This design comes from an exercise in tuning for small area on the open sky130 flow, not from production work. Function was checked by simulation only, so behaviour that the tests miss may differ from the original. Power and IR drop assume default switching activity.

==> flow/design.v <==
package fcrla_pkg;
	localparam int MAX_SAMPLES = 4096;
	localparam int SAMPLE_BITS = 16;
	localparam int LANES       = 4;
	localparam int COUNT_W     = 13;
	localparam int TIME_W      = 32;
	localparam int IVAL_W      = 16;
	localparam int TALLY_W     = 13;
	localparam int SUM_W       = 28;
	localparam int IN_W        = 104;
	localparam int OUT_W       = 80;
	localparam logic [IVAL_W-1:0] EMIT_INTERVAL_RESET = IVAL_W'(1000);
	typedef enum logic [1:0] {
		ST_IDLE = 2'd0,
		ST_ACC  = 2'd1,
		ST_DIV  = 2'd2,
		ST_OUT  = 2'd3
	} state_t;
endpackage
module four_channel_rate_limited_averager_top (
	input  logic                          clk,
	input  logic                          arst_n,
	input  logic                          s_tvalid,
	output logic                          s_tready,
	input  logic [fcrla_pkg::IN_W-1:0]    s_tdata,
	input  logic [1:0]                    s_tuser,
	output logic                          m_tvalid,
	input  logic                          m_tready,
	output logic [fcrla_pkg::OUT_W-1:0]   m_tdata,
	input  logic                          cfg_we,
	input  logic [fcrla_pkg::IVAL_W-1:0]  cfg_data
);
	fcrla_pkg::state_t state_q;
	logic [1:0]  ph_q;
	logic [3:0]  step_q;
	logic [15:0] ival_q;
	logic        stream_q;
	logic [31:0] last_q;
	logic        fresh_q;    
	logic        clrp_q;
	logic [11:0] w0h_q, w1h_q, w2h_q, w3h_q;
	logic        smp;
	logic        room;
	logic        accept;
	logic        hit;
	logic        acc_last;
	logic        div;
	logic [15:0] pad;
	logic [27:0] acc;
	logic [27:0] dstep;
	logic [27:0] alu;
	logic [12:0] tally_inc;
	logic [3:0]  step_inc;
	assign smp      = (s_tuser == 2'd0) && stream_q && s_tdata[0];
	assign room     = !m_tdata[76];
	assign acc_last = (state_q == fcrla_pkg::ST_ACC) && (ph_q == 2'd3);
	assign s_tready = ((state_q == fcrla_pkg::ST_IDLE) && !smp) || acc_last;
	assign accept   = s_tvalid && s_tready;
	assign div      = (state_q == fcrla_pkg::ST_DIV);
	always_comb begin
		logic [31:0] t;
		logic [15:0] e;
		logic [15:0] s;
		logic        c;
		logic        ch;
		logic        ge;
		logic        nl;
		logic        hz;
		t = s_tdata[32:1];
		c = 1'b1;
		for (int i = 0; i < 16; i++) begin
			nl   = !(last_q[i] && !fresh_q);
			e[i] = t[i] ^ nl ^ c;
			c    = (t[i] & nl) | (c & (t[i] ^ nl));
		end
		ch = 1'b0;
		for (int i = 0; i < 16; i++) begin
			nl   = !(last_q[16+i] && !fresh_q);
			s[i] = t[16+i] ^ nl ^ ch;
			ch   = (t[16+i] & nl) | (ch & (t[16+i] ^ nl));
		end
		ge = 1'b1;
		for (int i = 0; i < 16; i++) begin
			ge = (e[i] & !ival_q[i]) | (ge & (e[i] | !ival_q[i]));
		end
		hz  = c ? (&s) : !(|s);
		hit = !hz || ge;
	end
	always_comb begin
		logic [3:0] sel;
		for (int k = 0; k < 4; k++) begin
			sel[k] = (state_q == fcrla_pkg::ST_ACC) && room && (ph_q == 2'(k));
		end
		pad = ({16{sel[0]}} & s_tdata[48:33]) | ({16{sel[1]}} & s_tdata[64:49])
		    | ({16{sel[2]}} & s_tdata[80:65]) | ({16{sel[3]}} & s_tdata[96:81]);
	end
	always_comb begin
		logic [27:0] a;
		logic        c;
		logic        p;
		a = clrp_q ? 28'd0 : {w0h_q, m_tdata[15:0]};
		c = 1'b0;
		for (int i = 0; i < 16; i++) begin
			acc[i] = a[i] ^ pad[i] ^ c;
			c      = (a[i] & pad[i]) | (c & (a[i] ^ pad[i]));
		end
		p = 1'b1;
		for (int i = 16; i < 28; i++) begin
			acc[i] = a[i] ^ (c & p);
			p      = p & a[i];
		end
	end
	always_comb begin
		logic [12:0] tr;
		logic [12:0] d;
		logic        c;
		tr = {w0h_q, m_tdata[15]};
		c  = 1'b1;
		for (int i = 0; i < 13; i++) begin
			d[i] = tr[i] ^ !m_tdata[64+i] ^ c;
			c    = (tr[i] & !m_tdata[64+i]) | (c & (tr[i] ^ !m_tdata[64+i]));
		end
		dstep = {c ? d[11:0] : tr[11:0], m_tdata[14:0], c};
	end
	assign alu = div ? dstep : acc;
	always_ff @(posedge clk) begin
		w3h_q <= alu[27:16];
		w2h_q <= w3h_q;
		w1h_q <= w2h_q;
		w0h_q <= w1h_q;
	end
	always_ff @(posedge clk) begin
		if (state_q != fcrla_pkg::ST_OUT) begin
			m_tdata[63:48] <= alu[15:0];
			m_tdata[47:32] <= m_tdata[63:48];
			m_tdata[31:16] <= m_tdata[47:32];
			m_tdata[15:0]  <= m_tdata[31:16];
		end
	end
	always_comb begin
		logic c;
		c = 1'b1;
		for (int i = 0; i < 13; i++) begin
			tally_inc[i] = m_tdata[64+i] ^ c;
			c            = m_tdata[64+i] & c;
		end
		c = 1'b1;
		for (int i = 0; i < 4; i++) begin
			step_inc[i] = step_q[i] ^ c;
			c           = step_q[i] & c;
		end
	end
	always_ff @(posedge clk or negedge arst_n) begin
		if (!arst_n) begin
			ph_q <= '0;
		end else begin
			ph_q <= ph_q + 2'd1;
		end
	end
	always_ff @(posedge clk) begin
		step_q <= '0;
		if (div) begin
			step_q <= (ph_q == 2'd3) ? step_inc : step_q;
		end
	end
	always_ff @(posedge clk or negedge arst_n) begin
		if (!arst_n) begin
			state_q <= fcrla_pkg::ST_IDLE;
		end else begin
			unique case (state_q)
				fcrla_pkg::ST_IDLE: begin
					if (s_tvalid && smp && (ph_q == 2'd3)) begin
						state_q <= fcrla_pkg::ST_ACC;
					end
				end
				fcrla_pkg::ST_ACC: begin
					if (acc_last) begin
						state_q <= hit ? fcrla_pkg::ST_DIV : fcrla_pkg::ST_IDLE;
					end
				end
				fcrla_pkg::ST_DIV: begin
					if ((step_q == 4'd15) && (ph_q == 2'd3)) begin
						state_q <= fcrla_pkg::ST_OUT;
					end
				end
				default: begin
					if (m_tready) begin
						state_q <= fcrla_pkg::ST_IDLE;
					end
				end
			endcase
		end
	end
	always_ff @(posedge clk or negedge arst_n) begin
		if (!arst_n) begin
			ival_q <= fcrla_pkg::EMIT_INTERVAL_RESET;
		end else if (cfg_we) begin
			ival_q <= cfg_data;
		end
	end
	always_ff @(posedge clk or negedge arst_n) begin
		if (!arst_n) begin
			stream_q <= 1'b0;
			fresh_q  <= 1'b1;
		end else if (accept) begin
			unique case (s_tuser)
				2'd1: stream_q <= 1'b1;
				2'd2: stream_q <= 1'b0;
				2'd0: begin
					if (smp && hit) begin
						fresh_q <= 1'b0;
					end
				end
				default: ;
			endcase
		end
	end
	always_ff @(posedge clk) begin
		if ((state_q == fcrla_pkg::ST_OUT) && m_tready) begin
			m_tdata[76:64] <= '0;
			clrp_q         <= 1'b1;
		end else if (accept) begin
			if (s_tuser == 2'd1) begin
				m_tdata[76:64] <= '0;
				clrp_q         <= 1'b1;
			end else if ((s_tuser == 2'd0) && smp && room) begin
				m_tdata[76:64] <= tally_inc;
				clrp_q         <= 1'b0;
			end
		end
	end
	always_ff @(posedge clk) begin
		if (accept && smp && hit) begin
			last_q <= s_tdata[32:1];
		end
	end
	assign m_tvalid       = (state_q == fcrla_pkg::ST_OUT);
	assign m_tdata[79:77] = 3'b000;
endmodule
==> flow/flow/run.sh <==
#!/bin/bash
# The standard layout with two changes: the port buffers use the smallest
# buffer cell (every port still gets its own buffer), and the clock tree is
# built from fewer, larger clusters without dummy loads.
set -euo pipefail
bash standard.sh \
  BUFFER_PORTS_ARGS="-buffer_cell sky130_fd_sc_hd__buf_1" \
  CTS_ARGS="-sink_clustering_enable -repair_clock_nets -sink_clustering_size 30 -sink_clustering_max_diameter 300 -buf_list sky130_fd_sc_hd__clkbuf_8 -dont_use_dummy_load" \
  finish > make_finish.log 2>&1
==> flow/standard.sh <==
#!/bin/bash
# synth_recipe.tcl (not shown) runs the flow's synth.tcl, then flattens the netlist and writes it again
# the make line also repeats each setting of config.mk as NAME=value (left out here)
make -C /OpenROAD-flow-scripts/flow DESIGN_CONFIG=/design/flow/config.mk WORK_HOME=/design/flow/orfs CLKGATE_MAP_FILE= SYNTH_SCRIPT=/design/flow/synth_recipe.tcl "${@:-finish}"
==> flow/config.mk <==
export PLATFORM = sky130hd
export DESIGN_NAME = four_channel_rate_limited_averager_top
export DESIGN_NICKNAME = four_channel_rate_limited_averager_top
export VERILOG_FILES = /design/flow/design.v
export SDC_FILE = /design/flow/constraint.sdc
export NUM_CORES = 4
export LEC_CHECK = 0
export CAP_MARGIN = 20
export CORE_MARGIN = 2
export CORE_UTILIZATION = 60
export SLEW_MARGIN = 20
==> flow/constraint.sdc <==
create_clock -name core_clock -period 10.0 [get_ports {clk}]
set_input_delay 2.0000 -clock core_clock [delete_from_list [all_inputs] [get_ports {clk}]]
set_output_delay 2.0000 -clock core_clock [all_outputs]
set_load 0.01 [all_outputs]
==> key figures, run 1 <==
Clocking
  • Clock H-tree levels: 4
  • CTS tree: yes
  • Cts hold-fix bufs: 0
  • Total CTS buffers: 17
  • CTS sink count: 184
  • Root Buffer: clkbuf_8
  • Number of buffers on the longest clock path: 2
  • Worst-path clk slew: 0.09 ns
  • Clock latency (worst-skew pair): 0.46 ns

Global routing
  • Vias in the first global route: 5619
  • Remaining global-route overflow: 0
  • Pin count of the biggest net entering global routing: 66
  • Total GRT Usage: 23.78%
  • Global-route wire length before repair: 27400 um
  • Initial antenna violation count: 0

Critical path
  • Critical Path Start Type: primary input
  • CP Data Arrival Time: 9.85 ns
  • Critical path fanouts, max: 17
  • Crit-path most repeated cell: fa_1
  • CP top delay family: adder cells
  • Reg2reg end: w3h_q[11]$_DFF_P_
  • Reg-to-reg setup timing slack: 1.23 ns
  • CP peak stage delay: 0.45 ns
  • R2R depth: 28
  • Crit path buffers/inverters: 5
  • Worst r2r src: state_q[0]$_DFFE_PN0P_
  • Crit end category: register
  • CP Class: in -> reg
  • Worst Path Required: 10.19 ns
  • Critical path's slowest cell: fa_1

Detailed routing
  • DR vias: 5661
  • Wire length per cell: 17.05 um
  • Initial DRC Count: 392
  • Routed vias/inst: 5.491
  • WL final: 17580 um
  • Antenna-violating nets left: 0
  • Initial DRT Pass Iterations: 5
  • DR DRC count: 0

Floorplanning
  • Core area: 13930 um^2
  • Row cnt: 43
  • Die Span Y: 123.7 um
  • I/O pins: 209
  • Die area: 15300 um^2
  • Initial Utilization: 61.68%
  • Width of the die: 123.7 um

Yosys
  • Sequential cell area fraction in the yosys report: 55.42%
  • Main combinational cell family by area after synthesis: adder cells
  • Yosys reg bits: 184
  • Synth Area per Inst: 13.20 um^2
  • Top_reg_cell synth: edfxtp_1
  • Adder-Cell Fraction of Synth Area: 16.60%
  • Synth cell types: 60
  • Synthesized cell area: 8594 um^2
  • Syn Inst Count: 651
  • Syn. warnings: 2
  • Synth area leaders: edfxtp_1 (34%), dfxtp_1 (15%), fa_1 (13%), dfrtp_1 (4.4%), ha_1 (3.8%)
  • XOR/XNOR Fraction of Synth Area: 1.427%
  • Post-synth top area cell: edfxtp_1
  • Async S/R FF share, synth: 11.96%
  • Synth top area share: 33.54%
  • Post-Synth Simple-Gate Area: 10.10%
  • Mux cell area share after synthesis: 2.679%
  • Synth Area in Compound Gates: 10.18%
  • EDFF count, synth: 96

Flow run
  • Maximum Capacitance Violations: 0

Place
  • Port buffer count: 198
  • Gp weighted congestion: 0.7748
  • Final HPWL DP: 13380 um

STA
  • WHS: 0.3101 ns
  • Final slew viol count: 0
  • Slew margin rel.: 38.37%
  • Worst-Margin Slew: 0.9245 ns
  • Final Hold Vio Count: 0
  • FMAX: 0.1035 GHz
  • Setup violators final: 0
  • Layout Skew: 0.03464 ns
  • Final Critical Period: 9.658 ns
  • Total negative slack: 0 ns
  • Fin crit share: 96.58%

Layout
  • Area growth from synthesis to layout: 13.95%
  • ANT cells: 0
  • Nets@finish: 1061
  • Fillers: 1033
  • Final core utilization: 70.28%
  • Layout cells sized above 1: 8.461%
  • Leading cell type in the layout, fill and taps excluded: buf_1
  • Commonest non-fill, non-tap cells in the layout: buf_1 (198), edfxtp_1 (96), dfxtp_1 (66)

Min path
  • Hold path cells: 0
  • WHS Endpoint: w2h_q[3]$_DFF_P_
  • Worst min-delay path class: reg -> reg
  • Hold Path Origin: w3h_q[3]$_DFF_P_

Pwr
  • Total Power: 2.020 mW
  • Cell area power density: 206.2 nW/um^2
  • Leak Pwr: 3.699 nW
  • Maximum vdd drop: 101.4 uV

Run status
  • Status: finished clean
[per-layer routing]
metal  part of all wire [%]  vias to the layer above  track usage (%)
met5                      0                        -                0
met4                    2.1                        0            9.446
met3                    5.3                       29            4.762
met2                     51                      168            39.90
met1                     42                     2771            30.48
li1                       -                     2693                -
[timing repair]
action	CTS	global route
buffers inserted	0	0
resized for setup	0	3
setup endpoints to repair	0	32
[cells in the mapped netlist, types with 14 or more instances]
| cell type | number |
|---|---|
| mux2_2 | 16 |
| a22o_1 | 24 |
| inv_1 | 38 |
| dfrtp_1 | 15 |
| nand2b_1 | 31 |
| a21oi_1 | 29 |
| nor2_1 | 38 |
| edfxtp_1 | 96 |
| dfxtp_1 | 66 |
| nor2b_1 | 21 |
| o21ai_0 | 14 |
| fa_1 | 55 |
| ha_1 | 26 |
| nand2_1 | 31 |
[cell type report]
type                       count  area [um^2]  share of cell area (%)
clock buffer                  17        234.0                   2.389
inverter                      38        142.6                   1.456
timing repair buffer         212        873.3                   8.918
tap                          180        225.2                   2.300
multi-input combinational    400         3555                   36.30
sequential                   184         4763                   48.64
[stage by stage]
step	instance area, um^2	setup slack (ns)	cells
2_1_floorplan	8613	0.1271	653
3_3_place_gp	9552	-0.08013	1014
3_5_place_dp	9552	-0.1637	1014
4_1_cts	9786	0.2957	1031
5_1_grt	9793	-0.04628	1031
6_report	9793	0.3424	1031
[logic make-up after synthesis]
group           after synthesis
flops                       184
simple gates                159
compound gates              122
fa+ha+maj                    81
buf+inv                      69
mux                          21
xor+xnor                     14
other cells                   1
[where the power goes]
part	internal (mW)	leakage, nW	switching (mW)	total, mW
combinational	0.196	1.75	0.313	0.509
sequential	1.03	1.83	0.121	1.15
clock	0.150	0.122	0.214	0.364
total	1.37	3.70	0.648	2.02
[worst max-delay path by stage]
stage	slack, ns	endpoint	start	cells past startpoint
2_1_floorplan	0.13	last_q[0]$_DFFE_PP_	s_tdata[1]	23
3_3_place_gp	-0.08	last_q[21]$_DFFE_PP_	s_tdata[1]	26
3_5_place_dp	-0.16	last_q[22]$_DFFE_PP_	s_tdata[1]	26
4_1_cts	0.30	last_q[28]$_DFFE_PP_	s_tdata[1]	26
5_1_grt	-0.05	last_q[18]$_DFFE_PP_	s_tdata[1]	26
6_report	0.34	last_q[18]$_DFFE_PP_	s_tdata[1]	26
[worst reg2reg max path, delay by kind of cell, from the launching register on]
family	cells	cell delay (ns)
AO/OA/AOI/OAI	3	0.54
AND/OR/NAND/NOR	6	1.27
buffers and inverters	3	0.36
flip-flops	1	0.52
adder cells (fa/ha/maj)	16	6.01
[state kept, by name, indices dropped and copies added, names as in the netlist]
signal and cells:
w2h_q 12, m_tdata 77, state_q 2, w3h_q 12, step_q 4, last_q 32, clrp_q 1, fresh_q 1
w0h_q 12, ival_q 16, stream_q 1, w1h_q 12, ph_q 2
==> inputs of run 2 (changes only) <==
--- a/flow/config.mk
+++ b/flow/config.mk
@@ -8,4 +8,4 @@
 export CAP_MARGIN = 20
 export CORE_MARGIN = 2
-export CORE_UTILIZATION = 60
+export CORE_UTILIZATION = 72
 export SLEW_MARGIN = 20
==> run 2 against run 1 <==
- sequential power hardly changed
- design area barely moved
- clock skew is 0.0092 ns lower
- critical endpoint is now last_q[11]$_DFFE_PP_
- register-to-register slack got worse by 0.32 ns
- die area decreased by 16%
- still clean on timing, DRC and antenna
- highest routed layer unchanged
- critical path type unchanged
==> key figures, run 2 <==
Detailed routing
  • Routed vias/inst: 6.000 (was 5.491)
  • WL final: 18600 um (was 17580 um)
  • DR vias: 5970 (was 5661)
  • Initial DRC Count: 573 (was 392)
  • DR DRC count: 0 (unchanged)
  • Wire length per cell: 18.69 um (was 17.05 um)
  • Initial DRT Pass Iterations: 16 (was 5)
  • Antenna-violating nets left: 0 (unchanged)

Clocking
  • Number of buffers on the longest clock path: 2 (unchanged)
  • CTS sink count: 184 (unchanged)
  • CTS tree: yes (unchanged)
  • Total CTS buffers: 17 (unchanged)
  • Root Buffer: clkbuf_8 (unchanged)
  • Worst-path clk slew: 0.09 ns (about the same)
  • Clock H-tree levels: 4 (unchanged)
  • Clock latency (worst-skew pair): 0.47 ns (was 0.46 ns)

Yosys
  • Async S/R FF share, synth: 11.96% (unchanged)
  • Syn Inst Count: 651 (unchanged)
  • Synth area leaders: edfxtp_1 (34%), dfxtp_1 (15%), fa_1 (13%), dfrtp_1 (4.4%), ha_1 (3.8%) (unchanged)
  • Synth cell types: 60 (unchanged)
  • Sequential cell area fraction in the yosys report: 55.42% (unchanged)
  • Most frequent cell after synthesis: edfxtp_1 (unchanged)
  • Synthesized cell area: 8594 um^2 (unchanged)
  • Synth Area per Inst: 13.20 um^2 (unchanged)
  • Syn. warnings: 2 (unchanged)
  • Top cells by count, synth: edfxtp_1 (96), dfxtp_1 (66), fa_1 (55) (unchanged)
  • Top_reg_cell synth: edfxtp_1 (unchanged)
  • Post-synth top area cell: edfxtp_1 (unchanged)
  • Synth top area share: 33.54% (unchanged)
  • Yosys reg bits: 184 (unchanged)
  • EDFF count, synth: 96 (unchanged)

Global routing
  • Initial antenna violation count: 0 (unchanged)
  • Met1 usage: 35.18% (was 30.48%)
  • Met3 Track Usage GR: 6.856% (was 4.762%)
  • GR peak layer: met2 (unchanged)
  • Total GRT Usage: 28.94% (was 23.78%)
  • Remaining global-route overflow: 0 (unchanged)
  • Global-route wire length before repair: 28270 um (was 27400 um)
  • Vias in the first global route: 6051 (was 5619)
  • Pin count of the biggest net entering global routing: 66 (unchanged)
  • Grt met2 use: 49.38% (was 39.90%)

STA
  • Final slew viol count: 0 (unchanged)
  • Fin crit share: 97.38% (was 96.58%)
  • Final Critical Period: 9.738 ns (was 9.658 ns)
  • Final Hold Vio Count: 0 (unchanged)
  • Final setup margin: 0.2625 ns (was 0.3424 ns)
  • Total negative slack: 0 ns (unchanged)
  • Slew margin rel.: 41.88% (was 38.37%)
  • WHS: 0.3129 ns (was 0.3101 ns)
  • FMAX: 0.1027 GHz (was 0.1035 GHz)
  • Setup violators final: 0 (unchanged)
  • Layout Skew: 0.02546 ns (was 0.03464 ns)
  • Worst-Margin Slew: 0.8718 ns (was 0.9245 ns)

Layout
  • Finished Layout Cells: 995 (was 1031)
  • Multi-input logic area: 3562 um^2 (was 3555 um^2)
  • Final core utilization: 85.10% (was 70.28%)
  • Leading cell type in the layout, fill and taps excluded: buf_1 (unchanged)
  • Layout cells sized above 1: 8.803% (was 8.461%)
  • ANT cells: 0 (unchanged)
  • Nets@finish: 1062 (was 1061)
  • Largest register FFs: 77 (unchanged)
  • Area growth from synthesis to layout: 14.03% (was 13.95%)
  • Design area: 9801 um^2 (was 9793 um^2)
  • Top Registers: m_tdata: 77 flops, last_q: 32 flops, ival_q: 16 flops (unchanged)
  • Commonest non-fill, non-tap cells in the layout: buf_1 (198), edfxtp_1 (96), dfxtp_1 (66) (unchanged)
  • Fillers: 593 (was 1033)
  • Seq. cell area: 4763 um^2 (unchanged)
  • Register with the most flip-flops: m_tdata (unchanged)

Critical path
  • Worst Setup SP: s_tdata[1] (unchanged)
  • Crit end category: register (unchanged)
  • Worst Path Required: 10.21 ns (was 10.19 ns)
  • Critical Path Start Type: primary input (unchanged)
  • Worst r2r src: state_q[1]$_DFFE_PN0P_ (was state_q[0]$_DFFE_PN0P_)
  • R2R depth: 27 (was 28)
  • CP Data Arrival Time: 9.95 ns (was 9.85 ns)
  • CP Class: in -> reg (unchanged)
  • Critical path fanouts, max: 7 (was 17)

Flow run
  • Maximum Capacitance Violations: 0 (unchanged)

Pwr
  • Cell area power density: 207.3 nW/um^2 (was 206.2 nW/um^2)
  • Leak Pwr: 3.714 nW (was 3.699 nW)
  • Maximum vdd drop: 183.5 uV (was 101.4 uV)
  • Total Power: 2.032 mW (was 2.020 mW)

Place
  • Final HPWL DP: 13640 um (was 13380 um)
  • Port buffer count: 198 (unchanged)
  • Dpl cells: 974 (was 1014)
  • Placed Area: 9470 um^2 (was 9552 um^2)
  • Gp weighted congestion: 0.8680 (was 0.7748)
  • Setup WS pre-CTS: -0.1956 ns (was -0.1637 ns)

Floorplanning
  • Die Span Y: 113.3 um (was 123.7 um)
  • Row cnt: 39 (was 43)
  • Die area: 12830 um^2 (was 15300 um^2)
  • Core area: 11520 um^2 (was 13930 um^2)
  • Initial Utilization: 74.63% (was 61.68%)
  • Width of the die: 113.3 um (was 123.7 um)
  • I/O pins: 209 (unchanged)

Min path
  • Hold path cells: 0 (unchanged)
  • Worst min-delay path class: reg -> reg (unchanged)
  • Hold Path Origin: w1h_q[2]$_DFF_P_ (was w3h_q[3]$_DFF_P_)

Run status
  • Status: finished clean (unchanged)
==> run 2: cell counts after synthesis <==
No cell type changed its count.
==> run 2: final timing paths <==
check	endpoint	slack (ns)
hold reg to reg	w0h_q[2]$_DFF_P_	0.31
max in group asynchronous	fresh_q$_DFFE_PN1P_	8.21
hold / removal	w0h_q[2]$_DFF_P_	0.31
setup / recovery	last_q[11]$_DFFE_PP_	0.26
min in group asynchronous	ival_q[0]$_DFFE_PN0P_	1.50
setup reg to reg	w3h_q[11]$_DFF_P_	0.91
==> run 2: critical path, stage by stage <==
cell and delay (ns):
buf_1 0.09, inv_1 0.05, ha_1 0.21, fa_1 0.44, fa_2 0.39, fa_1 0.42, fa_1 0.44, fa_2 0.39
fa_1 0.43, fa_1 0.47, fa_1 0.43, fa_1 0.42, fa_1 0.43, fa_1 0.44, fa_1 0.43, fa_1 0.43
fa_1 0.40, inv_1 0.08, fa_1 0.42, nor2b_1 0.14, a21oi_1 0.16, nor2_1 0.07, o21ai_0 0.19, buf_4 0.16
a21oi_4 0.06, buf_12 0.16, clkbuf_16 0.15
==> run 2: layer usage <==
layer	wire [um]	vias up
li1	-	2697
met5	0	-
met4	463	0
met2	9738	304
met1	7065	2917
met3	1331	52
==> run 2: logic make-up after synthesis <==
| group | Yosys count | synth area share, % |
|---|---|---|
| multiplexers | 21 | 2.679 |
| flip-flops | 184 | 55.42 |
| adder cells (fa/ha/maj) | 81 | 16.60 |
| AO/OA/AOI/OAI | 122 | 10.18 |
| buffers and inverters | 69 | 3.552 |
| XOR/XNOR | 14 | 1.427 |
| other | 1 | 0.04363 |
| AND/OR/NAND/NOR | 159 | 10.10 |
==> run 2: what timing repair did <==
action,CTS,global route
gates resized for setup,0,4
setup buffers,0,1
hold buffers,0,0
setup endpoints to repair,0,28
==> run 2: where the power goes <==
part	switching, mW	internal [mW]	leakage [nW]
Clock	0.222	0.150	0.122
Sequential	0.129	1.03	1.83
Combinational	0.309	0.196	1.76
Total	0.660	1.37	3.71
==> run 2: cell type report <==
cell class / count / area share (%)
clock buffers: 17 / 2.387
inverters: 38 / 1.455
multi-input cells: 400 / 36.35
flip-flops and latches: 184 / 48.60
well taps: 143 / 1.826
repair buffers: 213 / 9.383
==> inputs of run 3 (changes only) <==
--- a/flow/config.mk
+++ b/flow/config.mk
@@ -6,6 +6,7 @@
 export NUM_CORES = 4
 export LEC_CHECK = 0
+export ABC_AREA = 1
 export CAP_MARGIN = 20
 export CORE_MARGIN = 2
-export CORE_UTILIZATION = 72
+export CORE_UTILIZATION = 65
 export SLEW_MARGIN = 20
==> run 3 against run 2 <==
- non-clock buffer count is 9 lower
- wire length shrank 2.3%
- first-iteration DRC count decreased by 19%
- combinational power grew 73%
- synthesized area is 0.12% higher
- register-to-register slack worse by 0.02 ns
- setup slack improved by 0.17 ns
- highest routed layer unchanged
- hold slack improved by 0.012 ns
- critical path depth shrank 2
==> key figures, run 3 <==
Yosys
  • Syn. warnings: 2 (unchanged)
  • Syn Inst Count: 768 (was 651)
  • Yosys reg bits: 184 (unchanged)
  • Top_reg_cell synth: edfxtp_1 (unchanged)
  • EDFF count, synth: 96 (unchanged)
  • Post-synth top area cell: edfxtp_1 (unchanged)
  • Async S/R FF share, synth: 11.96% (unchanged)
  • Synth cell types: 45 (was 60)
  • Synthesized cell area: 8605 um^2 (was 8594 um^2)
  • Synth Area per Inst: 11.20 um^2 (was 13.20 um^2)
  • Sequential cell area fraction in the yosys report: 55.36% (was 55.42%)
  • Synth area leaders: edfxtp_1 (34%), dfxtp_1 (15%), fa_1 (13%), nand2_1 (6.6%), dfrtp_1 (4.4%) (was edfxtp_1 (34%), dfxtp_1 (15%), fa_1 (13%), dfrtp_1 (4.4%), ha_1 (3.8%))
  • Top cells by count, synth: nand2_1 (152), edfxtp_1 (96), inv_1 (90) (was edfxtp_1 (96), dfxtp_1 (66), fa_1 (55))
  • Most frequent cell after synthesis: nand2_1 (was edfxtp_1)
  • Synth top area share: 33.50% (was 33.54%)

Place
  • Setup WS pre-CTS: -0.06937 ns (was -0.1956 ns)
  • Port buffer count: 198 (unchanged)
  • Final HPWL DP: 13680 um (was 13640 um)
  • Placed Area: 9519 um^2 (was 9470 um^2)
  • Gp weighted congestion: 0.8251 (was 0.8680)

Layout
  • Leading cell type in the layout, fill and taps excluded: buf_1 (unchanged)
  • Largest register FFs: 77 (unchanged)
  • Fillers: 931 (was 593)
  • Top Registers: m_tdata: 77 flops, last_q: 32 flops, ival_q: 16 flops (unchanged)
  • Commonest non-fill, non-tap cells in the layout: buf_1 (198), nand2_1 (151), edfxtp_1 (96) (was buf_1 (198), edfxtp_1 (96), dfxtp_1 (66))
  • Layout cells sized above 1: 7.676% (was 8.803%)
  • Nets@finish: 1174 (was 1062)
  • Area growth from synthesis to layout: 13.42% (was 14.03%)
  • Seq. cell area: 4763 um^2 (unchanged)
  • Multi-input logic area: 3346 um^2 (was 3562 um^2)
  • Design area: 9759 um^2 (was 9801 um^2)
  • Final core utilization: 74.58% (was 85.10%)
  • Register with the most flip-flops: m_tdata (unchanged)
  • ANT cells: 0 (unchanged)

Critical path
  • Worst Setup SP: s_tdata[1] (unchanged)
  • Crit end category: register (unchanged)
  • CP peak stage delay: 0.46 ns (was 0.47 ns)
  • CP top delay family: adder cells (unchanged)
  • Reg2reg end: w3h_q[11]$_DFF_P_ (unchanged)
  • R2R depth: 34 (was 27)
  • CP Data Arrival Time: 9.76 ns (was 9.95 ns)
  • CP endpoint: last_q[6]$_DFFE_PP_ (was last_q[11]$_DFFE_PP_)
  • Worst r2r src: ph_q[1]$_DFF_PN0_ (was state_q[1]$_DFFE_PN0P_)
  • Crit path buffers/inverters: 4 (was 6)
  • Reg-to-reg setup timing slack: 0.89 ns (was 0.91 ns)
  • Worst Path Required: 10.19 ns (was 10.21 ns)
  • Crit-path most repeated cell: fa_1 (unchanged)
  • Critical path fanouts, max: 26 (was 7)
  • CP Depth: 25 (was 27)
  • CP Class: in -> reg (unchanged)
  • Critical Path Start Type: primary input (unchanged)
  • Critical path's slowest cell: fa_1 (unchanged)

STA
  • Layout Skew: 0.02721 ns (was 0.02546 ns)
  • RSZ-0062 raised after global routing: false
  • Fin crit share: 95.70% (was 97.38%)
  • Final Critical Period: 9.570 ns (was 9.738 ns)
  • Worst-Margin Slew: 0.9766 ns (was 0.8718 ns)
  • Slew margin rel.: 34.89% (was 41.88%)
  • FMAX: 0.1045 GHz (was 0.1027 GHz)
  • Total negative slack: 0 ns (unchanged)
  • Setup violators final: 0 (unchanged)
  • Final slew viol count: 0 (unchanged)
  • Final setup margin: 0.4300 ns (was 0.2625 ns)
  • WHS: 0.3251 ns (was 0.3129 ns)
  • Final Hold Vio Count: 0 (unchanged)

Global routing
  • Pin count of the biggest net entering global routing: 67 (was 66)
  • Global-route wire length before repair: 30180 um (was 28270 um)
  • Remaining global-route overflow: 0 (unchanged)
  • Vias in the first global route: 6253 (was 6051)
  • Initial antenna violation count: 0 (unchanged)
  • Total GRT Usage: 27.43% (was 28.94%)

Flow run
  • Maximum Capacitance Violations: 0 (unchanged)

Floorplanning
  • Row cnt: 42 (was 39)
  • Die area: 14170 um^2 (was 12830 um^2)
  • Width of the die: 119.1 um (was 113.3 um)
  • Initial Utilization: 65.76% (was 74.63%)
  • Die Span Y: 119.1 um (was 113.3 um)
  • I/O pins: 209 (unchanged)
  • Core area: 13090 um^2 (was 11520 um^2)

Detailed routing
  • Antenna-violating nets left: 0 (unchanged)
  • Routed vias/inst: 5.358 (was 6.000)
  • DR vias: 6108 (was 5970)
  • Initial DRC Count: 465 (was 573)
  • Wire length per cell: 15.94 um (was 18.69 um)
  • Initial DRT Pass Iterations: 5 (was 16)
  • DR DRC count: 0 (unchanged)
  • WL final: 18180 um (was 18600 um)

Clocking
  • Clock latency (worst-skew pair): 0.46 ns (was 0.47 ns)
  • Number of buffers on the longest clock path: 2 (unchanged)
  • Clock H-tree levels: 4 (unchanged)
  • Worst-path clk slew: 0.07 ns (was 0.09 ns)
  • Total CTS buffers: 17 (unchanged)
  • Root Buffer: clkbuf_8 (unchanged)
  • Post-CTS Setup Bufs: 0 (unchanged)
  • CTS sink count: 184 (unchanged)
  • CTS tree: yes (unchanged)

Pwr
  • Sequential share of power: 50.3% (was 56.8%)
  • Comb pwr share: 34.9% (was 24.9%)
  • Clock Power Share: 14.8% (was 18.3%)
  • Cell area power density: 256.2 nW/um^2 (was 207.3 nW/um^2)
  • Leak Pwr: 3.921 nW (was 3.714 nW)
  • Sw Ratio: 37.92% (was 32.49%)
  • Maximum vdd drop: 121.0 uV (was 183.5 uV)
  • Cell internal pwr: 1.552 mW (was 1.372 mW)
  • Net load switching power: 0.9480 mW (was 0.6601 mW)

Min path
  • Worst min-delay path class: reg -> reg (unchanged)

Run status
  • Status: finished clean (unchanged)
## run 3: cell types whose count changed after synthesis, sizes merged, moves of 21 or more
cell    before  now
nor2b       21    0
nand2b      31    0
inv         38  103
nand2       32  158
o21ai       15   56
a22o        24    2
## run 3: power groups by stage
stage,sequential (mW),clock [mW],combinational (mW)
after floorplan,1.28,0,0.548
after global placement,1.25,0,0.840
after detailed placement,1.27,0,0.879
after CTS,1.26,0.378,0.883
after global routing,1.28,0.402,0.996
final,1.26,0.370,0.873
## run 3: what timing repair did
item,in CTS,in global routing
hold buffers,0,0
endpoints found under the setup margin,0,1
resized for setup,0,1
## run 3: area by class of cell
type / instances / share of cell area, %
timing repair buffer: 204 / 8.205
tap: 176 / 2.256
inverter: 105 / 4.051
multi-input combinational: 454 / 34.28
sequential: 184 / 48.81
clock buffer: 17 / 2.397
## run 3: logic make-up (layout without fill, tap and decap cells)
| kind of cell | after synthesis | count (layout) | synth area share [%] |
|---|---|---|---|
| xor+xnor | 5 | 5 | 0.5090 |
| simple gates | 232 | 232 | 11.52 |
| buf+inv | 132 | 326 | 5.991 |
| compound gates | 121 | 121 | 8.434 |
| other cells | 1 | 3 | 0.04358 |
| fa+ha+maj | 81 | 81 | 16.58 |
| flops | 184 | 184 | 55.36 |
| mux | 12 | 12 | 1.570 |
## run 3: how the worst min path moves through the flow
stage | start | endpoint | depth (start not counted) | slack (ns)
floorplan | w1h_q[0]$_DFF_P_ | w0h_q[0]$_DFF_P_ | 0 | 0.31
finish | w1h_q[1]$_DFF_P_ | w0h_q[1]$_DFF_P_ | 0 | 0.33
global route | w3h_q[8]$_DFF_P_ | w2h_q[8]$_DFF_P_ | 0 | 0.34
CTS | w1h_q[1]$_DFF_P_ | w0h_q[1]$_DFF_P_ | 0 | 0.33
global placement | w2h_q[4]$_DFF_P_ | w1h_q[4]$_DFF_P_ | 0 | 0.31
detailed placement | w3h_q[9]$_DFF_P_ | w2h_q[9]$_DFF_P_ | 0 | 0.31
## run 3: metal layers
layer  wire length [um]  vias up  global-route usage (%)
met5                  0        -                       0
met4                277        0                   8.110
met3               1203       27                   6.226
li1                   -     2920                       -
met2               9016      205                   45.51
met1               7681     2956                   36.55
## run 3: metrics by stage
step	cells	power [mW]
6_report	1140	2.500
5_1_grt	1140	2.681
4_1_cts	1140	2.517
3_5_place_dp	1123	2.146
3_3_place_gp	1123	2.093
2_1_floorplan	770	1.831
==> inputs of run 4 (changes only) <==
--- a/flow/config.mk
+++ b/flow/config.mk
@@ -6,7 +6,7 @@
 export NUM_CORES = 4
 export LEC_CHECK = 0
-export ABC_AREA = 1
 export CAP_MARGIN = 20
 export CORE_MARGIN = 2
 export CORE_UTILIZATION = 65
+export GPL_TIMING_DRIVEN = 0
 export SLEW_MARGIN = 20
==> run 4 against run 3 <==
- clock power barely moved
- critical path depth did not move
- largest cell class unchanged
- design area rose by 1.4%
- fmax fell by 1.1%
- register-to-register slack improved by 0.06 ns
- clock-buffer cell count did not move
==> key figures, run 4 <==
Global routing
  • Met3 Track Usage GR: 5.603% (was 6.226%)
  • Pin count of the biggest net entering global routing: 36 (was 67)
  • Vias in the first global route: 6082 (was 6253)
  • Grt met2 use: 46.70% (was 45.51%)
  • Met1 usage: 35.73% (was 36.55%)
  • GR peak layer: met2 (unchanged)
  • Global-route wire length before repair: 30060 um (was 30180 um)
  • Remaining global-route overflow: 0 (unchanged)
  • Total GRT Usage: 27.64% (was 27.43%)
  • Initial antenna violation count: 0 (unchanged)

STA
  • Final slew viol count: 0 (unchanged)
  • FMAX: 0.1034 GHz (was 0.1045 GHz)
  • WHS: 0.3202 ns (was 0.3251 ns)
  • Worst-Margin Slew: 0.5406 ns (was 0.9766 ns)
  • Final Critical Period: 9.672 ns (was 9.570 ns)
  • Fin crit share: 96.72% (was 95.70%)
  • Final Hold Vio Count: 0 (unchanged)
  • Slew margin rel.: 63.96% (was 34.89%)
  • Layout Skew: 0.02984 ns (was 0.02721 ns)
  • Final setup margin: 0.3281 ns (was 0.4300 ns)
  • Total negative slack: 0 ns (unchanged)
  • Setup violators final: 0 (unchanged)

Clocking
  • Total CTS buffers: 17 (unchanged)
  • Number of buffers on the longest clock path: 2 (unchanged)
  • Clock latency (worst-skew pair): 0.46 ns (about the same)
  • Root Buffer: clkbuf_8 (unchanged)
  • Cts hold-fix bufs: 0 (unchanged)
  • Clock H-tree levels: 4 (unchanged)
  • Worst-path clk slew: 0.10 ns (was 0.07 ns)
  • CTS sink count: 184 (unchanged)
  • CTS tree: yes (unchanged)

Yosys
  • Post-Synth Simple-Gate Area: 10.10% (was 11.52%)
  • Synth area leaders: edfxtp_1 (34%), dfxtp_1 (15%), fa_1 (13%), dfrtp_1 (4.4%), ha_1 (3.8%) (was edfxtp_1 (34%), dfxtp_1 (15%), fa_1 (13%), nand2_1 (6.6%), dfrtp_1 (4.4%))
  • Syn. warnings: 2 (unchanged)
  • Synth top area share: 33.54% (was 33.50%)
  • Adder-Cell Fraction of Synth Area: 16.60% (was 16.58%)
  • Main combinational cell family by area after synthesis: adder cells (unchanged)
  • XOR/XNOR Fraction of Synth Area: 1.427% (was 0.5089%)
  • Top cells by count, synth: edfxtp_1 (96), dfxtp_1 (66), fa_1 (55) (was nand2_1 (152), edfxtp_1 (96), inv_1 (90))
  • Async S/R FF share, synth: 11.96% (unchanged)
  • Synth Area per Inst: 13.20 um^2 (was 11.20 um^2)
  • Post-synth top area cell: edfxtp_1 (unchanged)
  • Mux cell area share after synthesis: 2.679% (was 1.570%)
  • Most frequent cell after synthesis: edfxtp_1 (was nand2_1)
  • Synthesized cell area: 8594 um^2 (was 8605 um^2)
  • Yosys reg bits: 184 (unchanged)
  • EDFF count, synth: 96 (unchanged)
  • Synth Area in Compound Gates: 10.18% (was 8.434%)
  • Top_reg_cell synth: edfxtp_1 (unchanged)
  • Sequential cell area fraction in the yosys report: 55.42% (was 55.36%)
  • Syn Inst Count: 651 (was 768)
  • Synth cell types: 60 (was 45)

Critical path
  • Reg-to-reg setup timing slack: 0.95 ns (was 0.89 ns)
  • R2R depth: 29 (was 34)
  • Reg2reg end: w3h_q[10]$_DFF_P_ (was w3h_q[11]$_DFF_P_)
  • Worst r2r src: m_tdata[76]$_SDFFE_PP0P_ (was ph_q[1]$_DFF_PN0_)
  • CP Data Arrival Time: 9.87 ns (was 9.76 ns)
  • Crit end category: register (unchanged)
  • Critical Path Start Type: primary input (unchanged)
  • Critical path fanouts, max: 16 (was 26)
  • Worst Path Required: 10.20 ns (was 10.19 ns)
  • CP Class: in -> reg (unchanged)

Min path
  • Hold path cells: 0 (unchanged)
  • Worst min-delay path class: reg -> reg (unchanged)
  • Hold Path Origin: w3h_q[4]$_DFF_P_ (was w1h_q[1]$_DFF_P_)
  • WHS Endpoint: w2h_q[4]$_DFF_P_ (was w0h_q[1]$_DFF_P_)

Detailed routing
  • WL final: 18900 um (was 18180 um)
  • Wire length per cell: 18.05 um (was 15.94 um)
  • DR DRC count: 0 (unchanged)
  • Initial DRT Pass Iterations: 5 (unchanged)
  • DR vias: 5996 (was 6108)
  • Antenna-violating nets left: 0 (unchanged)
  • Initial DRC Count: 472 (was 465)
  • Routed vias/inst: 5.727 (was 5.358)

Floorplanning
  • Die area: 14160 um^2 (was 14170 um^2)
  • Width of the die: 119.0 um (was 119.1 um)
  • Core area: 13090 um^2 (unchanged)
  • Initial Utilization: 65.68% (was 65.76%)
  • Row cnt: 42 (unchanged)
  • I/O pins: 209 (unchanged)
  • Die Span Y: 119.0 um (was 119.1 um)

Place
  • Setup WS pre-CTS: -0.7163 ns (was -0.06937 ns)
  • Final HPWL DP: 14280 um (was 13680 um)
  • Dpl cells: 1027 (was 1123)
  • Placed Area: 9602 um^2 (was 9519 um^2)
  • Port buffer count: 197 (was 198)
  • Gp weighted congestion: 0.8995 (was 0.8251)

Layout
  • Area growth from synthesis to layout: 15.18% (was 13.42%)
  • Design area: 9899 um^2 (was 9759 um^2)
  • Top Registers: m_tdata: 77 flops, last_q: 32 flops, ival_q: 16 flops (unchanged)
  • Layout cells sized above 1: 9.070% (was 7.676%)
  • Leading cell type in the layout, fill and taps excluded: buf_1 (unchanged)
  • Commonest non-fill, non-tap cells in the layout: buf_1 (200), edfxtp_1 (96), dfxtp_1 (66) (was buf_1 (198), nand2_1 (151), edfxtp_1 (96))
  • Largest register FFs: 77 (unchanged)
  • ANT cells: 0 (unchanged)
  • Register with the most flip-flops: m_tdata (unchanged)
  • Nets@finish: 1081 (was 1174)
  • Final core utilization: 75.66% (was 74.58%)
  • Finished Layout Cells: 1047 (was 1140)

Pwr
  • Leak Pwr: 3.771 nW (was 3.921 nW)
  • Maximum vdd drop: 108.3 uV (was 121.0 uV)
  • Cell area power density: 207.2 nW/um^2 (was 256.2 nW/um^2)
  • Total Power: 2.051 mW (was 2.500 mW)

Run status
  • Status: finished clean (unchanged)

Flow run
  • Maximum Capacitance Violations: 0 (unchanged)
-- run 4: worst max path at each step --
stage / from / to / slack, ns / cells past startpoint
floorplan: s_tdata[1] / last_q[0]$_DFFE_PP_ / 0.13 / 23
detailed placement: s_tdata[1] / last_q[22]$_DFFE_PP_ / -0.72 / 24
global placement: s_tdata[1] / last_q[19]$_DFFE_PP_ / -0.66 / 24
global route: s_tdata[1] / last_q[15]$_DFFE_PP_ / -0.005 / 25
CTS: s_tdata[1] / last_q[31]$_DFFE_PP_ / 0.005 / 24
finish: s_tdata[1] / last_q[31]$_DFFE_PP_ / 0.33 / 25
-- run 4: what timing repair did --
action,CTS,global route
pin swaps,1,2
setup endpoints to repair,32,32
buffers inserted,0,2
resized for setup,2,3
gates cloned,1,0
-- run 4: cell families after synthesis --
family,count (synthesis)
xor gates and xnor gates,14
adders and majority gates,81
buffers and inverters,69
DFF,184
other,1
muxes,21
and+or+nand+nor,159
AOI/OAI and AO/OA,122
-- run 4: critical path, cell delays in order --
cell and delay [ns]:
buf_1 0.10, inv_1 0.05, ha_1 0.22, fa_1 0.44
fa_1 0.43, fa_1 0.43, fa_1 0.43, fa_1 0.43
fa_1 0.42, fa_1 0.43, fa_1 0.44, fa_1 0.43
fa_1 0.42, fa_1 0.43, fa_1 0.44, fa_1 0.44
fa_1 0.40, inv_1 0.09, fa_1 0.44, nor2b_1 0.15
a21oi_1 0.13, nor2_1 0.08, o21ai_2 0.32, a21oi_4 0.10
buf_12 0.17
-- run 4: area by class of cell --
class	count	area, um^2
inverters	38	142.6
multi-input cells	401	3576
plain buffers	31	162.7
fillers	911	3186
clock buffers	17	234.0
flip-flops and latches	184	4763
repair buffers	200	800.8
well taps	176	220.2
-- run 4: power by group --
part / switching (mW) / internal (mW) / leakage, nW
clock network: 0.222 / 0.150 / 0.122
logic: 0.335 / 0.200 / 1.82
registers: 0.118 / 1.03 / 1.83
total: 0.675 / 1.38 / 3.77
-- run 4: layer usage --
layer,up-vias,share of wire [%],wire length (um)
li1,2736,-,-
met1,2998,42,7862
met2,226,51,9614
met3,36,5.5,1041
met4,0,2.0,381
met5,-,0,0
==> inputs of run 5 (changes only) <==
--- a/flow/config.mk
+++ b/flow/config.mk
@@ -9,4 +9,3 @@
 export CORE_MARGIN = 2
 export CORE_UTILIZATION = 65
-export GPL_TIMING_DRIVEN = 0
 export SLEW_MARGIN = 20
==> run 5 against run 4 <==
- still clean
- die area did not move
- clock power about the same
- critical path depth increased by 1
- cell count down 2.0%
- global-route usage down 1.5 points
- design area shrank 1.4%
- utilization down 1.1 points
- sequential share of layout area up 0.68 points
- critical endpoint is now last_q[17]$_DFFE_PP_
- highest routed layer unchanged
==> key figures, run 5 <==
Yosys
  • Synth area leaders: edfxtp_1 (34%), dfxtp_1 (15%), fa_1 (13%), dfrtp_1 (4.4%), ha_1 (3.8%) (unchanged)
  • Top_reg_cell synth: edfxtp_1 (unchanged)
  • Top cells by count, synth: edfxtp_1 (96), dfxtp_1 (66), fa_1 (55) (unchanged)
  • Yosys reg bits: 184 (unchanged)
  • EDFF count, synth: 96 (unchanged)
  • Synth top area share: 33.54% (unchanged)
  • Synth Area per Inst: 13.20 um^2 (unchanged)
  • Post-synth top area cell: edfxtp_1 (unchanged)
  • Syn Inst Count: 651 (unchanged)
  • Syn. warnings: 2 (unchanged)
  • Most frequent cell after synthesis: edfxtp_1 (unchanged)
  • Synthesized cell area: 8594 um^2 (unchanged)
  • Synth cell types: 60 (unchanged)
  • Sequential cell area fraction in the yosys report: 55.42% (unchanged)
  • Async S/R FF share, synth: 11.96% (unchanged)

Layout
  • Leading cell type in the layout, fill and taps excluded: buf_1 (unchanged)
  • Layout cells sized above 1: 8.118% (was 9.070%)
  • Top Registers: m_tdata: 77 flops, last_q: 32 flops, ival_q: 16 flops (unchanged)
  • Nets@finish: 1060 (was 1081)
  • Commonest non-fill, non-tap cells in the layout: buf_1 (198), edfxtp_1 (96), dfxtp_1 (66) (was buf_1 (200), edfxtp_1 (96), dfxtp_1 (66))
  • ANT cells: 0 (unchanged)
  • Register with the most flip-flops: m_tdata (unchanged)
  • Design area: 9761 um^2 (was 9899 um^2)
  • Finished Layout Cells: 1026 (was 1047)
  • Area growth from synthesis to layout: 13.57% (was 15.18%)
  • Largest register FFs: 77 (unchanged)

STA
  • Final slew viol count: 0 (unchanged)
  • Worst-Margin Slew: 0.8621 ns (was 0.5406 ns)
  • Final Critical Period: 9.627 ns (was 9.672 ns)
  • Slew margin rel.: 42.53% (was 63.96%)
  • FMAX: 0.1039 GHz (was 0.1034 GHz)
  • WHS: 0.3169 ns (was 0.3202 ns)
  • RSZ-0062 raised after global routing: false
  • Fin crit share: 96.27% (was 96.72%)
  • Final Hold Vio Count: 0 (unchanged)
  • Layout Skew: 0.02829 ns (was 0.02984 ns)
  • Setup violators final: 0 (unchanged)

Floorplanning
  • I/O pins: 209 (unchanged)
  • Core area: 13090 um^2 (unchanged)
  • Die area: 14160 um^2 (unchanged)
  • Width of the die: 119.0 um (unchanged)
  • Die Span Y: 119.0 um (unchanged)
  • Row cnt: 42 (unchanged)
  • Initial Utilization: 65.68% (unchanged)

Global routing
  • Pin count of the biggest net entering global routing: 66 (was 36)
  • Initial antenna violation count: 0 (unchanged)
  • Total GRT Usage: 26.10% (was 27.64%)
  • Remaining global-route overflow: 0 (unchanged)
  • Global-route wire length before repair: 28350 um (was 30060 um)
  • Vias in the first global route: 5936 (was 6082)

Clocking
  • Number of buffers on the longest clock path: 2 (unchanged)
  • CTS tree: yes (unchanged)
  • Clock latency (worst-skew pair): 0.46 ns (about the same)
  • Root Buffer: clkbuf_8 (unchanged)
  • Cts hold-fix bufs: 0 (unchanged)
  • Clock H-tree levels: 4 (unchanged)
  • CTS resizes: 0 (was 2)
  • CTS sink count: 184 (unchanged)
  • Post-CTS Setup Bufs: 0 (unchanged)
  • Worst-path clk slew: 0.09 ns (was 0.10 ns)
  • Total CTS buffers: 17 (unchanged)

Critical path
  • CP Class: in -> reg (unchanged)
  • Critical Path Start Type: primary input (unchanged)
  • Critical path fanouts, max: 8 (was 16)
  • Worst Path Required: 10.15 ns (was 10.20 ns)
  • R2R depth: 27 (was 29)
  • Crit end category: register (unchanged)
  • CP Data Arrival Time: 9.77 ns (was 9.87 ns)

Place
  • Placed Area: 9527 um^2 (was 9602 um^2)
  • Gp weighted congestion: 0.8588 (was 0.8995)
  • Port buffer count: 198 (was 197)
  • Dpl cells: 1009 (was 1027)
  • Final HPWL DP: 13310 um (was 14280 um)

Min path
  • Hold path cells: 0 (unchanged)
  • Worst min-delay path class: reg -> reg (unchanged)

Pwr
  • Maximum vdd drop: 166.1 uV (was 108.3 uV)
  • Cell area power density: 208.3 nW/um^2 (was 207.2 nW/um^2)
  • Leak Pwr: 3.694 nW (was 3.771 nW)
  • Total Power: 2.033 mW (was 2.051 mW)

Flow run
  • Maximum Capacitance Violations: 0 (unchanged)

Detailed routing
  • Initial DRC Count: 453 (was 472)
  • DR vias: 5728 (was 5996)
  • Antenna-violating nets left: 0 (unchanged)
  • Initial DRT Pass Iterations: 4 (was 5)
  • Wire length per cell: 17.26 um (was 18.05 um)
  • WL final: 17700 um (was 18900 um)
  • Routed vias/inst: 5.583 (was 5.727)
  • DR DRC count: 0 (unchanged)

Run status
  • Status: finished clean (unchanged)
==> run 5: logic make-up after synthesis <==
logic type	synth area share (%)
other cells	0.04363
compound gates	10.18
xor+xnor	1.427
buf+inv	3.552
mux	2.679
simple gates	10.10
flops	55.42
fa+ha+maj	16.60
==> run 5: routing by layer <==
layer  part of all wire [%]  track usage, %  up-vias
li1                       -               -     2685
met1                     41           32.80     2806
met2                     51           44.22      199
met3                    5.2           4.789       38
met4                    2.8           12.13        0
met5                      0               0        -
==> run 5: path summary, 6_finish.rpt <==
| path | startpoint | end | slack, ns |
|---|---|---|---|
| setup reg to reg | state_q[0]$_DFFE_PN0P_ | w3h_q[10]$_DFF_P_ | 0.90 |
| max in group asynchronous | arst_n | ival_q[9]$_DFFE_PN1P_ | 8.19 |
| setup / recovery | s_tdata[1] | last_q[17]$_DFFE_PP_ | 0.37 |
| min in group asynchronous | arst_n | ival_q[0]$_DFFE_PN0P_ | 1.50 |
| hold reg to reg | w2h_q[2]$_DFF_P_ | w1h_q[2]$_DFF_P_ | 0.32 |
| hold / removal | w2h_q[2]$_DFF_P_ | w1h_q[2]$_DFF_P_ | 0.32 |
==> run 5: through the flow <==
step | utilization (%) | setup TNS [ns] | setup slack (ns)
final | 74.59 | 0 | 0.3733
after global routing | 74.59 | 0 | 0.02239
after CTS | 74.59 | 0 | 0.2934
after detailed placement | 72.81 | -4.769 | -0.1624
after global placement | 72.81 | -3.015 | -0.1009
after floorplan | - | 0 | 0.1271
==> run 5: final cells by class <==
| type | instances | area (um^2) |
|---|---|---|
| inverters | 38 | 142.6 |
| well taps | 176 | 220.2 |
| flip-flops and latches | 184 | 4763 |
| fillers | 920 | 3324 |
| multi-input cells | 400 | 3547 |
| repair buffers | 211 | 853.3 |
| clock buffers | 17 | 234.0 |
==> run 5: report_power, final <==
part,internal [mW],total (mW),switching [mW]
registers,1.03,1.15,0.125
logic,0.197,0.512,0.315
clock network,0.150,0.370,0.220
total,1.37,2.03,0.660
==> run 5: critical path, cell delays in order <==
cell and delay (ns):
buf_1 0.11, inv_1 0.06, ha_1 0.21, fa_1 0.42, fa_1 0.42, fa_1 0.42, fa_1 0.42, fa_1 0.42
fa_1 0.43, fa_1 0.43, fa_1 0.43, fa_1 0.43, fa_1 0.43, fa_1 0.43, fa_1 0.44, fa_1 0.43
fa_1 0.40, inv_1 0.09, fa_1 0.20, nor4_1 0.06, and4_1 0.18, mux2i_1 0.23, o21ai_0 0.12, buf_4 0.15
a21oi_4 0.19, buf_4 0.22
==> inputs of run 6 (changes only) <==
--- a/flow/design.v
+++ b/flow/design.v
@@ -100,4 +100,7 @@
 		logic        p;
 		a = clrp_q ? 28'd0 : {w0h_q, m_tdata[15:0]};
+		if (div) begin
+			a[15:0] = {m_tdata[14:0], 1'b0};
+		end
 		c = 1'b0;
 		for (int i = 0; i < 16; i++) begin
@@ -123,5 +126,5 @@
 		dstep = {c ? d[11:0] : tr[11:0], m_tdata[14:0], c};
 	end
-	assign alu = div ? dstep : acc;
+	assign alu = {div ? dstep[27:16] : acc[27:16], acc[15:1], div ? dstep[0] : acc[0]};
 	always_ff @(posedge clk) begin
 		w3h_q <= alu[27:16];
==> run 6 against run 5 <==
- wire length grew 3.7%
- synthesized area fell by 0.12%
- design area down 0.26%
- non-clock buffer count fell by 1
- first-iteration DRC count increased by 9.1%
- setup slack got worse by 0.054 ns
- critical endpoint unchanged
- largest cell class unchanged
==> key figures, run 6 <==
Run status
  • Status: finished clean (unchanged)

Floorplanning
  • Die Span Y: 118.9 um (was 119.0 um)
  • I/O pins: 209 (unchanged)
  • Width of the die: 118.9 um (was 119.0 um)
  • Initial Utilization: 67.21% (was 65.68%)
  • Die area: 14140 um^2 (was 14160 um^2)
  • Row cnt: 41 (was 42)
  • Core area: 12770 um^2 (was 13090 um^2)

Layout
  • Largest register FFs: 77 (unchanged)
  • Design area: 9736 um^2 (was 9761 um^2)
  • Fillers: 853 (was 920)
  • Layout cells sized above 1: 8.127% (was 8.118%)
  • Register with the most flip-flops: m_tdata (unchanged)
  • Nets@finish: 1059 (was 1060)
  • Area growth from synthesis to layout: 13.41% (was 13.57%)
  • Commonest non-fill, non-tap cells in the layout: buf_1 (198), edfxtp_1 (96), dfxtp_1 (66) (unchanged)
  • Top Registers: m_tdata: 77 flops, last_q: 32 flops, ival_q: 16 flops (unchanged)
  • Leading cell type in the layout, fill and taps excluded: buf_1 (unchanged)
  • ANT cells: 0 (unchanged)

STA
  • Final Critical Period: 9.681 ns (was 9.627 ns)
  • Setup violators final: 0 (unchanged)
  • RSZ-0062 raised after global routing: false (unchanged)
  • Total negative slack: 0 ns (unchanged)
  • Worst-Margin Slew: 1.009 ns (was 0.8621 ns)
  • Final setup margin: 0.3195 ns (was 0.3733 ns)
  • Layout Skew: 0.03929 ns (was 0.02829 ns)
  • Final Hold Vio Count: 0 (unchanged)
  • Slew margin rel.: 32.75% (was 42.53%)
  • FMAX: 0.1033 GHz (was 0.1039 GHz)
  • WHS: 0.3056 ns (was 0.3169 ns)
  • Fin crit share: 96.81% (was 96.27%)
  • Final slew viol count: 0 (unchanged)

Clocking
  • CTS sink count: 184 (unchanged)
  • CTS tree: yes (unchanged)
  • Number of buffers on the longest clock path: 2 (unchanged)
  • Cts hold-fix bufs: 0 (unchanged)
  • CTS resizes: 0 (unchanged)
  • Worst-path clk slew: 0.11 ns (was 0.09 ns)
  • Post-CTS Setup Bufs: 0 (unchanged)
  • Total CTS buffers: 17 (unchanged)
  • Root Buffer: clkbuf_8 (unchanged)
  • Clock H-tree levels: 4 (unchanged)
  • Clock latency (worst-skew pair): 0.46 ns (about the same)

Detailed routing
  • Antenna-violating nets left: 0 (unchanged)
  • WL final: 18350 um (was 17700 um)
  • DR vias: 5852 (was 5728)
  • DR DRC count: 0 (unchanged)
  • Initial DRC Count: 494 (was 453)
  • Routed vias/inst: 5.732 (was 5.583)
  • Initial DRT Pass Iterations: 5 (was 4)
  • Wire length per cell: 17.98 um (was 17.26 um)

Critical path
  • Critical Path Start Type: primary input (unchanged)
  • R2R depth: 29 (was 27)
  • Critical path fanouts, max: 29 (was 8)
  • Worst r2r src: state_q[1]$_DFFE_PN0P_ (was state_q[0]$_DFFE_PN0P_)
  • CP endpoint: last_q[17]$_DFFE_PP_ (unchanged)
  • Worst Setup SP: s_tdata[1] (unchanged)
  • Reg2reg end: w3h_q[11]$_DFF_P_ (was w3h_q[10]$_DFF_P_)
  • Crit end category: register (unchanged)
  • Worst Path Required: 10.19 ns (was 10.15 ns)
  • CP Data Arrival Time: 9.87 ns (was 9.77 ns)
  • CP Class: in -> reg (unchanged)
  • Reg-to-reg setup timing slack: 0.99 ns (was 0.90 ns)

Yosys
  • Syn Inst Count: 652 (was 651)
  • Sequential cell area fraction in the yosys report: 55.49% (was 55.42%)
  • Synth cell types: 59 (was 60)
  • EDFF count, synth: 96 (unchanged)
  • Post-synth top area cell: edfxtp_1 (unchanged)
  • Synth area leaders: edfxtp_1 (34%), dfxtp_1 (15%), fa_1 (13%), dfrtp_1 (4.4%), ha_1 (3.8%) (unchanged)
  • Async S/R FF share, synth: 11.96% (unchanged)
  • Syn. warnings: 2 (unchanged)
  • Yosys reg bits: 184 (unchanged)
  • Synth Area per Inst: 13.17 um^2 (was 13.20 um^2)
  • Top cells by count, synth: edfxtp_1 (96), dfxtp_1 (66), fa_1 (55) (unchanged)
  • Synth top area share: 33.58% (was 33.54%)
  • Top_reg_cell synth: edfxtp_1 (unchanged)
  • Synthesized cell area: 8584 um^2 (was 8594 um^2)
  • Most frequent cell after synthesis: edfxtp_1 (unchanged)

Place
  • Port buffer count: 198 (unchanged)
  • Setup WS pre-CTS: -0.2698 ns (was -0.1624 ns)
  • Placed Area: 9498 um^2 (was 9527 um^2)
  • Gp weighted congestion: 0.9197 (was 0.8588)
  • Final HPWL DP: 13930 um (was 13310 um)

Flow run
  • Maximum Capacitance Violations: 0 (unchanged)

Global routing
  • Remaining global-route overflow: 0 (unchanged)
  • Initial antenna violation count: 0 (unchanged)
  • Global-route wire length before repair: 28960 um (was 28350 um)
  • Total GRT Usage: 26.65% (was 26.10%)
  • Vias in the first global route: 5876 (was 5936)
  • Pin count of the biggest net entering global routing: 66 (unchanged)

Pwr
  • Leak Pwr: 3.876 nW (was 3.694 nW)
  • Maximum vdd drop: 159.6 uV (was 166.1 uV)
  • Total Power: 1.728 mW (was 2.033 mW)
  • Cell area power density: 177.5 nW/um^2 (was 208.3 nW/um^2)

Min path
  • Hold path cells: 0 (unchanged)
  • Worst min-delay path class: reg -> reg (unchanged)
==> run 6: worst min path at each step <==
| stage | to | slack [ns] | start |
|---|---|---|---|
| 3_3_place_gp | w2h_q[3]$_DFF_P_ | 0.31 | w3h_q[3]$_DFF_P_ |
| 4_1_cts | w1h_q[6]$_DFF_P_ | 0.31 | w2h_q[6]$_DFF_P_ |
| 6_report | w1h_q[6]$_DFF_P_ | 0.31 | w2h_q[6]$_DFF_P_ |
| 3_5_place_dp | w0h_q[1]$_DFF_P_ | 0.31 | w1h_q[1]$_DFF_P_ |
| 2_1_floorplan | w0h_q[0]$_DFF_P_ | 0.31 | w1h_q[0]$_DFF_P_ |
| 5_1_grt | w0h_q[5]$_DFF_P_ | 0.32 | w1h_q[5]$_DFF_P_ |
==> run 6: kinds of logic (layout without fill, tap and decap cells) <==
family,Yosys count,after routing,synth area share [%]
compound gates,127,127,10.68
xor+xnor,15,15,1.530
fa+ha+maj,82,82,16.73
buf+inv,85,280,4.314
flops,184,184,55.49
mux,20,20,2.551
other cells,1,3,0.04368
simple gates,138,138,8.658
==> run 6: layout make-up <==
type / instances / area (um^2) / area share, %
inverters: 53 / 198.9 / 2.043
clock buffers: 17 / 234.0 / 2.403
flip-flops and latches: 184 / 4763 / 48.93
repair buffers: 210 / 845.8 / 8.688
multi-input cells: 385 / 3478 / 35.73
well taps: 172 / 215.2 / 2.211
==> run 6: metrics by stage <==
| stage | util, % | cells |
|---|---|---|
| 6_report | 76.22 | 1021 |
| 5_1_grt | 76.22 | 1021 |
| 4_1_cts | 76.19 | 1021 |
| 3_5_place_dp | 74.36 | 1004 |
| 3_3_place_gp | 74.36 | 1004 |
| 2_1_floorplan | - | 654 |
==> run 6: power breakdown <==
group	switching (mW)	internal (mW)	total (mW)	leakage, nW
Sequential	0.0825	0.965	1.05	1.80
Clock	0.219	0.151	0.370	0.122
Combinational	0.188	0.122	0.310	1.95
==> run 6: per-layer routing <==
metal | global-route usage (%) | wire [um] | vias to the layer above
met1 | 33.58 | 7351 | 2913
met2 | 45.26 | 9424 | 218
li1 | - | - | 2691
met5 | 0 | 0 | -
met4 | 10.19 | 418 | 0
met3 | 5.939 | 1160 | 30
==> run 6: worst max-delay path, stage by stage <==
cell and delay, ns:
buf_1 0.11, inv_1 0.05, ha_1 0.21, fa_1 0.42, fa_1 0.43, fa_1 0.44
fa_1 0.42, fa_1 0.43, fa_1 0.43, fa_1 0.43, fa_1 0.42, fa_1 0.42
fa_1 0.43, fa_1 0.44, fa_1 0.43, fa_1 0.44, fa_1 0.40, inv_1 0.09
fa_1 0.45, maj3_1 0.40, o21bai_2 0.24, o31ai_4 0.12, buf_12 0.18
==> inputs of run 7 (changes only) <==
--- a/flow/config.mk
+++ b/flow/config.mk
@@ -6,4 +6,5 @@
 export NUM_CORES = 4
 export LEC_CHECK = 0
+export ABC_AREA = 1
 export CAP_MARGIN = 20
 export CORE_MARGIN = 2
==> run 7 against run 6 <==
- setup slack gained 0.20 ns
- synthesized cell count is 13% higher
- clock skew shrank 0.0083 ns
- die area decreased by 0.42%
- critical path type unchanged
- largest power group unchanged
==> key figures, run 7 <==
Run status
  • Status: finished clean (unchanged)

Layout
  • ANT cells: 0 (unchanged)
  • Leading cell type in the layout, fill and taps excluded: buf_1 (unchanged)
  • Final core utilization: 76.35% (was 76.22%)
  • Largest register FFs: 77 (unchanged)
  • Nets@finish: 1143 (was 1059)
  • Top Registers: m_tdata: 77 flops, last_q: 32 flops, ival_q: 16 flops (unchanged)
  • Area growth from synthesis to layout: 13.64% (was 13.41%)
  • Fillers: 908 (was 853)
  • Register with the most flip-flops: m_tdata (unchanged)
  • Layout cells sized above 1: 6.967% (was 8.127%)

Clocking
  • CTS tree: yes (unchanged)
  • CTS resizes: 0 (unchanged)
  • Clock latency (worst-skew pair): 0.46 ns (about the same)
  • Clock H-tree levels: 4 (unchanged)
  • Root Buffer: clkbuf_8 (unchanged)
  • Worst-path clk slew: 0.09 ns (was 0.11 ns)
  • Total CTS buffers: 17 (unchanged)

Critical path
  • Critical path fanouts, max: 8 (was 29)
  • Critical Path Start Type: primary input (unchanged)

Floorplanning
  • Die area: 14080 um^2 (was 14140 um^2)

Pwr
  • Cell area power density: 261.2 nW/um^2 (was 177.5 nW/um^2)
  • Maximum vdd drop: 169.2 uV (was 159.6 uV)

STA
  • Slew margin rel.: 44.86% (was 32.75%)
  • Total negative slack: 0 ns (unchanged)
  • Fin crit share: 94.85% (was 96.81%)
  • FMAX: 0.1054 GHz (was 0.1033 GHz)
  • Final slew viol count: 0 (unchanged)
  • RSZ-0062 raised after global routing: false (unchanged)
  • Final Hold Vio Count: 0 (unchanged)
  • Final Critical Period: 9.485 ns (was 9.681 ns)
  • Final setup margin: 0.5153 ns (was 0.3195 ns)
  • Worst-Margin Slew: 0.8270 ns (was 1.009 ns)
  • WHS: 0.3179 ns (was 0.3056 ns)

Yosys
  • Adder-Cell Fraction of Synth Area: 16.69% (was 16.73%)
  • Synth top area share: 33.73% (was 33.58%)
  • Syn. warnings: 2 (unchanged)
  • Most frequent cell after synthesis: nand2_1 (was edfxtp_1)
  • Syn Inst Count: 734 (was 652)
  • Mux cell area share after synthesis: 1.449% (was 2.551%)

Detailed routing
  • Initial DRC Count: 461 (was 494)
  • Wire length per cell: 16.73 um (was 17.98 um)
  • DR vias: 6039 (was 5852)
  • Routed vias/inst: 5.465 (was 5.732)
  • WL final: 18490 um (was 18350 um)

Place
  • Placed Area: 9468 um^2 (was 9498 um^2)
  • Final HPWL DP: 13930 um (about the same)

Global routing
  • Remaining global-route overflow: 0 (unchanged)
  • Initial antenna violation count: 0 (unchanged)
## run 7: final timing paths
check,from,end,slack (ns),cells after the start
setup reg to reg,ph_q[0]$_DFF_PN0_,w3h_q[9]$_DFF_P_,0.82,38
max in group asynchronous,arst_n,ival_q[3]$_DFFE_PN1P_,8.17,2
min in group asynchronous,arst_n,ival_q[13]$_DFFE_PN0P_,1.50,2
hold reg to reg,w3h_q[0]$_DFF_P_,w2h_q[0]$_DFF_P_,0.32,0
setup / recovery,s_tdata[1],last_q[7]$_DFFE_PP_,0.52,25
hold / removal,w3h_q[0]$_DFF_P_,w2h_q[0]$_DFF_P_,0.32,0
## run 7: layer usage
layer,global-route usage [%],wire (um)
met5,0,0
met4,7.887,286
met3,7.432,1309
met2,47.23,9425
met1,34.44,7470
## run 7: kinds of logic (layout without fill, tap and decap cells)
logic type | after synthesis | count (layout)
AOI/OAI and AO/OA | 115 | 115
muxes | 11 | 11
DFF | 184 | 184
xor gates and xnor gates | 5 | 5
and+or+nand+nor | 203 | 203
other | 1 | 3
adders and majority gates | 81 | 81
buffers and inverters | 134 | 331
## run 7: metrics by stage
stage               total power, mW  cells
global placement              2.133   1087
global route                  2.725   1105
finish                        2.537   1105
CTS                           2.553   1104
floorplan                     1.856    736
detailed placement            2.181   1087
## run 7: power by group
part | switching (mW) | total (mW) | internal, mW
logic | 0.571 | 0.892 | 0.321
clock network | 0.219 | 0.370 | 0.150
registers | 0.164 | 1.28 | 1.11
total | 0.954 | 2.54 | 1.58
## run 7: cell type report
cell class                      instances  area, um^2  area share, %
Clock buffer                           17       234.0          2.409
Inverter                              108       405.4          4.174
Multi-Input combinational cell        418        3276          33.72
Sequential cell                       184        4763          49.04
Tap cell                              172       215.2          2.216
Timing Repair Buffer                  206       819.5          8.437
## run 7: critical path, stage by stage
cell      delay [ns]
buf_1           0.10
inv_1           0.05
ha_1            0.21
fa_1            0.43
fa_1            0.46
fa_1            0.45
fa_1            0.43
fa_1            0.42
fa_1            0.42
fa_1            0.42
fa_1            0.43
fa_1            0.42
fa_1            0.42
fa_1            0.42
fa_1            0.43
fa_1            0.43
fa_1            0.39
inv_1           0.08
fa_1            0.19
nand4_1         0.10
nor4_1          0.28
nand2_1         0.09
a22oi_1         0.27
a21boi_2        0.13
buf_4           0.19

==> re-timing with driven ports <==
The flow's constraints put no driver on any port. The routed layouts listed below were extracted and timed again, unchanged, in two steps. Step 1: set_driving_cell puts a clkbuf_16 on clk and a buf_2 on each other input, an assumption about the parent block. Step 2 also shifts input and output timing later by t, the mid clock arrival at the registers, as if the neighbouring blocks saw the same clock. Slacks: no drivers / after step 1 / after step 2; pairs: no drivers / after step 1.
| run | t, ns | slack for setup (ns) | worst register clock-pin slew, ns |
|---|---|---|---|
| run 1 | 0.479 | 0.342 / 0.343 / -0.135 | 0.10 / 0.10 |
| run 2 | 0.491 | 0.262 / 0.262 / -0.229 | 0.10 / 0.10 |
| run 3 | 0.486 | 0.430 / 0.426 / -0.061 | 0.09 / 0.09 |
| run 4 | 0.485 | 0.328 / 0.341 / -0.144 | 0.10 / 0.10 |
| run 5 | 0.486 | 0.373 / 0.384 / -0.103 | 0.10 / 0.10 |
| run 6 | 0.485 | 0.319 / 0.336 / -0.149 | 0.11 / 0.11 |
| run 7 | 0.487 | 0.515 / 0.519 / 0.032 | 0.09 / 0.09 |
Met with ideal ports but missed after step 2: setup timing in 6 of these runs.
